What follows belongs to an exercise in optimizing a design on an open flow for small area; a production flow would make more cautious choices. Function was checked by simulation only, so behaviour that the tests miss may differ from the original. No activity file was given, so power comes from the tool's default toggle rates. No driver is modelled on the clock port, so clocking that relies on it looks cheaper here than on a real chip.

==> flow/design.v (excerpt) <==
module rv_core_shell (
  input  logic                    clk_i,
  input  logic                    rst_ni,
  input  logic                    fetch_enable_i,
  input  logic                    core_busy_i,
  input  logic                    debug_req_i,
  input  logic                    irq_pending_i,
  input  logic                    irq_nm_i,
  input  logic                    rf_we_i,
  input  rv_shell_pkg::reg_addr_t rf_waddr_i,
  input  logic [32-1:0]     rf_wdata_i,
  input  rv_shell_pkg::reg_addr_t rf_raddr_a_i,
  input  rv_shell_pkg::reg_addr_t rf_raddr_b_i,
  output logic [32-1:0]     rf_rdata_a_o,
  output logic [32-1:0]     rf_rdata_b_o,
  output logic                    core_sleep_o,
  output logic                    alert_major_o
);
  logic clock_en;
  rv_wake_ctrl u_wake_ctrl (
    .clk_i          (clk_i),
    .rst_ni         (rst_ni),
    .fetch_enable_i (fetch_enable_i),
    .core_busy_i    (core_busy_i),
    .debug_req_i    (debug_req_i),
    .irq_pending_i  (irq_pending_i),
    .irq_nm_i       (irq_nm_i),
    .clock_en_o     (clock_en),
    .core_sleep_o   (core_sleep_o)
  );
  rv_regfile_ecc u_regfile (
    .clk_i      (clk_i),
    .rst_ni     (rst_ni),
    .clock_en_i (clock_en),
    .we_i       (rf_we_i),
    .waddr_i    (rf_waddr_i),
    .wdata_i    (rf_wdata_i),
    .raddr_a_i  (rf_raddr_a_i),
    .raddr_b_i  (rf_raddr_b_i),
    .rdata_a_o  (rf_rdata_a_o),
    .rdata_b_o  (rf_rdata_b_o)
  );
  rv_rf_check u_rf_check (
    .alert_major_o (alert_major_o)
  );
endmodule
For scale: about 2100 cells after synthesis, ~1000 flip-flops, about 120 I/O pins.
==> flow/config.mk <==
export PLATFORM = sky130hd
export DESIGN_NAME = rv_core_shell
export DESIGN_NICKNAME = rv_core_shell
export VERILOG_FILES = /design/flow/design.v
export SDC_FILE = /design/flow/constraint.sdc
export NUM_CORES = 4
export LEC_CHECK = 0
export CAP_MARGIN = 10
export CORE_MARGIN = 2
export CORE_UTILIZATION = 50
export SLEW_MARGIN = 10
export SYNTH_HIERARCHICAL = 1
==> flow/constraint.sdc <==
create_clock -name core_clock -period 6.0 [get_ports {clk_i}]
set_input_delay 1.2000 -clock core_clock [delete_from_list [all_inputs] [get_ports {clk_i}]]
set_output_delay 1.2000 -clock core_clock [all_outputs]
set_load 0.01 [all_outputs]
standard.sh (not shown) runs the stock make flow with config.mk's settings and CLKGATE_MAP_FILE= SYNTH_SCRIPT=/design/flow/synth_recipe.tcl, a recipe that flattens the netlist after the stock synthesis.
==> flow/flow/run.sh <==
#!/bin/bash
# Standard ORFS layout with two changes: the port buffers are plain
# buf_1 cells (the resizer may still upsize them), and clock tree synthesis
# clusters more registers per leaf buffer, uses one clock buffer type and
# inserts no dummy loads.
set -euo pipefail
bash standard.sh \
  "BUFFER_PORTS_ARGS=-buffer_cell sky130_fd_sc_hd__buf_1" \
  "CTS_ARGS=-sink_clustering_enable -sink_clustering_size 30 -sink_clustering_max_diameter 100 -repair_clock_nets -dont_use_dummy_load -buf_list {sky130_fd_sc_hd__clkbuf_16}" \
  finish > standard_flow.log 2>&1
The starting point finished with timing, DRC and antenna clean.
==> next run, changes <==
==> flow/run.sh (new file) <==
#!/bin/bash
# synth_recipe.tcl (not shown) runs the flow's synth.tcl, then flattens the netlist and writes it again
# the make line also repeats each setting of config.mk as NAME=value (left out here)
make -C /OpenROAD-flow-scripts/flow DESIGN_CONFIG=/design/flow/config.mk WORK_HOME=/design/flow/orfs CLKGATE_MAP_FILE= SYNTH_SCRIPT=/design/flow/synth_recipe.tcl finish
Settings changed: CAP_MARGIN 10 to 20, CORE_UTILIZATION 50 to 55, SLEW_MARGIN 10 to 20.
removed: flow/flow/run.sh
removed: flow/standard.sh
What happened:
- via count rises by 1.8%
- clock-buffer cell count rises by 76
- die area falls by about 9%
==> next run, changes <==
==> flow/flow/run.sh (new file) <==
#!/bin/bash
# Standard ORFS layout with two changes: the port buffers are plain
# buf_1 cells (the resizer may still upsize them), and clock tree synthesis
# clusters more registers per leaf buffer, uses one clock buffer type and
# inserts no dummy loads.
set -euo pipefail
bash standard.sh \
  "BUFFER_PORTS_ARGS=-buffer_cell sky130_fd_sc_hd__buf_1" \
  "CTS_ARGS=-sink_clustering_enable -sink_clustering_size 16 -sink_clustering_max_diameter 100 -repair_clock_nets -dont_use_dummy_load -buf_list {sky130_fd_sc_hd__clkbuf_8}" \
  finish > standard_flow.log 2>&1
==> flow/standard.sh (new file) <==
#!/bin/bash
# synth_recipe.tcl (not shown) runs the flow's synth.tcl, then flattens the netlist and writes it again
# the make line also repeats each setting of config.mk as NAME=value (left out here)
make -C /OpenROAD-flow-scripts/flow DESIGN_CONFIG=/design/flow/config.mk WORK_HOME=/design/flow/orfs CLKGATE_MAP_FILE= SYNTH_SCRIPT=/design/flow/synth_recipe.tcl "${@:-finish}"
Settings changed: CAP_MARGIN 20 to 10, CORE_UTILIZATION 55 to 60, SLEW_MARGIN 20 to 10.
removed: flow/run.sh
What happened:
- worst hold slack stays flat
- utilization rises by 0.49 points
- non-clock buffer count rises by 2
- sequential share of layout area rises by 5.2 points
- critical path depth stays the same
==> next run, changes <==
==> flow/run.sh (new file) <==
#!/bin/bash
# synth_recipe.tcl (not shown) runs the flow's synth.tcl, then flattens the netlist and writes it again
# the make line also repeats each setting of config.mk as NAME=value (left out here)
make -C /OpenROAD-flow-scripts/flow DESIGN_CONFIG=/design/flow/config.mk WORK_HOME=/design/flow/orfs CLKGATE_MAP_FILE= SYNTH_SCRIPT=/design/flow/synth_recipe.tcl finish
Settings changed: CAP_MARGIN 10 to 20, CORE_UTILIZATION 60 to 50, CTS_BUF_LIST set to sky130_fd_sc_hd__clkbuf_4 sky130_fd_sc_hd__clkbuf_8, SLEW_MARGIN 10 to 20.
removed: flow/flow/run.sh
removed: flow/standard.sh
After rerunning: Power is higher by 25%. Fmax is lower by 8.5%. Setup slack loses 0.51 ns.

---

rv_core_shell, a different RTL version from the one above (not shown whole).
For scale: about 120 I/O pins, about 0.040 mm^2 of cells after synthesis.
Settings: LEC_CHECK=0, CAP_MARGIN=0, CORE_MARGIN=2, CORE_UTILIZATION=50, SLEW_MARGIN=0, SYNTH_HIERARCHICAL=1; clock period 6.0 ns.
==> flow/flow/run.sh <==
#!/bin/bash
# Standard ORFS layout with two changes: the port buffers are plain
# buf_1 cells (the resizer may still upsize them), and clock tree synthesis
# clusters more registers per leaf buffer, uses one clock buffer type and
# inserts no dummy loads.
set -euo pipefail
bash standard.sh \
  "BUFFER_PORTS_ARGS=-buffer_cell sky130_fd_sc_hd__buf_1" \
  "CTS_ARGS=-sink_clustering_enable -sink_clustering_size 16 -sink_clustering_max_diameter 100 -repair_clock_nets -dont_use_dummy_load -buf_list {sky130_fd_sc_hd__clkbuf_8}" \
  finish > standard_flow.log 2>&1
Then changed:
--- a/flow/config.mk
+++ b/flow/config.mk
@@ -8 +8 @@
-export CAP_MARGIN = 0
+export CAP_MARGIN = 10
@@ -11 +11 @@
-export SLEW_MARGIN = 0
+export SLEW_MARGIN = 10
After rerunning: The changed run produced a clean layout; die area is unchanged; global-route usage barely changes; area after synthesis is unchanged; via count is higher slightly; sequential share of layout area hardly moves; clock power barely changes.

what the ideal ports hide:
How much do the figures lean on ideal ports? The routed layouts below were timed once more, with nothing changed but the port constraints. Step 1 assumes that a clkbuf_16 drives the clock port and a buf_2 every other input. Step 2, shift: input delay + t, output delay - t, t = (earliest + latest rising clock arrival at the registers) / 2. This alone moves slack from input paths to output paths. Three values: no drivers, after step 1, after step 2; two values: the first two.
run | shift t [ns] | setup slack, ns | worst register clock-pin slew, ns | worst data-port slew with drivers (ns) | pins driven straight from the clock port
the first run of note 1 | 0.691 | 0.584 / 0.558 / 0.558 | 0.12 / 0.12 | 0.14 | 1
the second run of note 1 | 0.730 | 0.146 / 0.119 / 0.119 | 0.07 / 0.07 | 0.07 | 1
the third run of note 1 | 0.724 | 0.550 / 0.519 / 0.519 | 0.11 / 0.11 | 0.07 | 1
the fourth run of note 1 | 0.895 | 0.041 / 0.009 / 0.009 | 0.08 / 0.08 | 0.13 | 1
the first run of note 2 | 0.738 | 0.508 / 0.481 / 0.481 | 0.12 / 0.12 | 0.13 | 1
the second run of note 2 | 0.732 | 0.523 / 0.498 / 0.498 | 0.12 / 0.12 | 0.14 | 1
After both steps every run listed still meets setup and hold. The setup slack of the fourth run of note 1, which loses most, moves by -0.032 ns with the drivers and by -0.032 ns with both steps.
